What follows belongs to an exercise in optimizing a design on an open flow for small area and a short achievable clock period; a production flow would make more cautious choices.
Only simulation tests tie the RTL to the original design; equivalence was not proved.
Power is estimated from default activity; no workload was simulated.

==> flow/design.v (excerpt) <==
module step_top
(
  input  logic                      clk,
  input  logic                      rst,
  input  logic [7:0]                address,
  input  logic [31:0]               writedata,
  input  logic                      write,
  input  logic                      read,
  output logic [31:0]               readdata,
  output logic [4-1:0] step,
  output logic [4-1:0] dir,
  output logic [4-1:0] enable
);
For scale: about 580 flip-flops, roughly 0.030 mm^2 of cells after synthesis.
export LEC_CHECK = 0
export ABC_AREA = 1
export CAP_MARGIN = 20
export CORE_MARGIN = 2
export CORE_UTILIZATION = 40
export CTS_CLUSTER_DIAMETER = 100
export CTS_CLUSTER_SIZE = 20
export SETUP_SLACK_MARGIN = 4.0
export SLEW_MARGIN = 20
export TNS_END_PERCENT = 0
create_clock -name core_clock -period 7.0 [get_ports {clk}]
standard.sh (not shown) runs the stock make flow with config.mk's settings and CLKGATE_MAP_FILE= SYNTH_SCRIPT=/design/flow/synth_recipe.tcl, a recipe that flattens the netlist after the stock synthesis.
==> flow/flow/run.sh <==
#!/bin/bash
# The standard layout, with plain buffers (not delay cells) on the ports so that
# repair can size them; every port still gets its buffer as in the standard flow.
set -euo pipefail
cd "$(dirname "$0")/.."
bash standard.sh "BUFFER_PORTS_ARGS=-buffer_cell sky130_fd_sc_hd__buf_2" finish > make_finish.log 2>&1
The starting point produced a clean layout.
Then changed:
==> flow/run.sh (new file) <==
#!/bin/bash
# synth_recipe.tcl (not shown) runs the flow's synth.tcl, then flattens the netlist and writes it again
# the make line also repeats each setting of config.mk as NAME=value (left out here)
make -C /OpenROAD-flow-scripts/flow DESIGN_CONFIG=/design/flow/config.mk WORK_HOME=/design/flow/orfs CLKGATE_MAP_FILE= SYNTH_SCRIPT=/design/flow/synth_recipe.tcl finish
Settings changed: ABC_AREA 1 to unset, CTS_CLUSTER_DIAMETER 100 to unset, CTS_CLUSTER_SIZE 20 to unset, SETUP_SLACK_MARGIN 4.0 to 3.5, TNS_END_PERCENT 0 to unset.
removed: flow/flow/run.sh
removed: flow/standard.sh
After rerunning: Utilization went up by 4.1 points. Non-clock buffer count went up by 129. Critical path depth went down by 7. Final cell count went down by 18%.
Then changed:
Settings changed: ABC_AREA set to 1.
Wire length shrinks by 1.2%.
Core utilization shrinks by 1.5 points.
Final area grows by 1.5%.
Clock skew shrinks by 0.010 ns.
Flip-flop and latch count stays the same.
Area after synthesis grows by 5.1%.
Clock power shrinks by about 2%.
Critical path depth shrinks by 5.
Power shrinks by 0.77%.

========
Setup of run 1:
step_top, a different RTL version from the one above (not shown whole).
Size in the first run: ~4,000 cells after synthesis, roughly 590 flip-flops, roughly 88 I/O pins, ~30,000 sq um of cells after synthesis.
clock: 7.0 ns
lec_check: 0
abc_area: 1
cap_margin: 20
core_margin: 2
core_utilization: 60
cts_cluster_diameter: 100
cts_cluster_size: 20
setup_slack_margin: 4.0
slew_margin: 20
tns_end_percent: 0
==> flow/flow/run.sh <==
#!/bin/bash
# The standard layout, with plain buffers (not delay cells) on the ports so that
# repair can size them; every port still gets its buffer as in the standard flow.
set -euo pipefail
cd "$(dirname "$0")/.."
bash standard.sh "BUFFER_PORTS_ARGS=-buffer_cell sky130_fd_sc_hd__buf_2" finish > make_finish.log 2>&1
## Diff of input files: run 2 against run 1
Settings: a change of CORE_UTILIZATION from 60 to 34.
==> run summary <==
Summary of run 2 over run 1: met2 usage in global routing has decreased; first-pass GRT wire length increased about 1.8%; sequential share of layout area down 0.34 points.
Total number of nets in the final design is higher on run 1
Changes observed in run 2 relative to run 1: global placement routability congestion moved up; worst clock skew increased by 0.011 ns relative to the old numbers; estimated wirelength of the detail-placed design +6.3%; detailed-routing iteration count for the pre-antenna-repair pass higher.
Run 2 ended up with more standard cells than run 1.
Modified inputs, run 3 compared to run 2
Settings: CORE_UTILIZATION now 40, was 34.
## What came out
- Run 3: flow completed, timing, DRC and antenna clean
- Die boundary width: run 2 and run 3 compared, higher one is run 2
- Taking run 2 as 1.0, run 3 lands at 0.880 on first-iteration detailed-routing DRC count.
- Clock period minus worst slack improves in run 3 relative to run 2.
- Largest stage delay on the critical path in run 3 is 0.21 ns below run 2.
- Summary of run 3 over run 2: fraction of layout instances using a drive strength above 1 shows an increase of 0.37 points; wire length after detailed routing shows a reduction of 1500 microns; global-route wire length before repair ~0 delta; non-clock buffer total of the final layout +about 21%; full die area lower.
- Run 2 leaves less setup margin than run 3.
- Against run 2, run 3 comes in 1 higher on critical path depth.
The inputs of run 4 differ from those of run 3 as listed below.
Settings: a change of CORE_UTILIZATION from 40 to 47.
==> comparison <==
Of run 4 and run 3, run 3 shows the lower critical path arrival, with run 4 above it.
Comparing run 4 and run 3, sum of internal, switching and leakage power is lower on run 3.
In run 4 the total global-route track usage turned out 5.2 points higher than in run 3.
There was hardly any difference in non-clock inverter total of the final layout between run 4 and run 3.
Delta (run 4 minus run 3): number of design-rule violations left by the first detailed-router iteration went up about 4.6%, vertical die dimension lost about 8%, die area dropped about 15%.
Relative to run 3, the non-clock buffer count measured on run 4 has decreased by a few percent.

-- static timing again, ports no longer ideal --
The results above use ideal ports. As a check the final layouts listed here were re-extracted and re-timed, cells and wires unchanged. Step 1 assumes that a clkbuf_16 drives the clock port and a buf_2 every other input. Step 2 also shifts input and output timing later by t, the mid clock arrival at the registers, as if the neighbouring blocks saw the same clock. a / b / c = ideal ports / drivers / drivers and shift; a / b = the first two.
| run | shift t [ns] | setup WS [ns] | worst setup path at the end | worst register clock-pin slew, ns | cell pins on the clock port's net |
|---|---|---|---|---|---|
| the first run of note 1 | 0.659 | 3.556 / 3.515 / 2.856 | input to register | 0.10 / 0.10 | 1 |
| the second run of note 1 | 0.679 | 3.109 / 3.138 / 2.459 | input to register | 0.07 / 0.07 | 1 |
| the third run of note 1 | 0.673 | 3.496 / 3.434 / 2.864 | input to register | 0.06 / 0.06 | 1 |
| run 1 | 0.643 | 3.448 / 3.487 / 2.844 | input to register | 0.09 / 0.09 | 1 |
| run 2 | 0.675 | 3.562 / 3.595 / 2.936 | input to register | 0.10 / 0.10 | 1 |
| run 3 | 0.659 | 3.645 / 3.631 / 3.025 | input to register | 0.10 / 0.10 | 1 |
| run 4 | 0.671 | 3.474 / 3.491 / 2.819 | input to register | 0.10 / 0.10 | 1 |
After both steps every run listed still meets setup and hold. For the first run of note 1, which loses most, drivers alone change the setup slack by -0.041 ns; drivers and shift together by -0.700 ns.
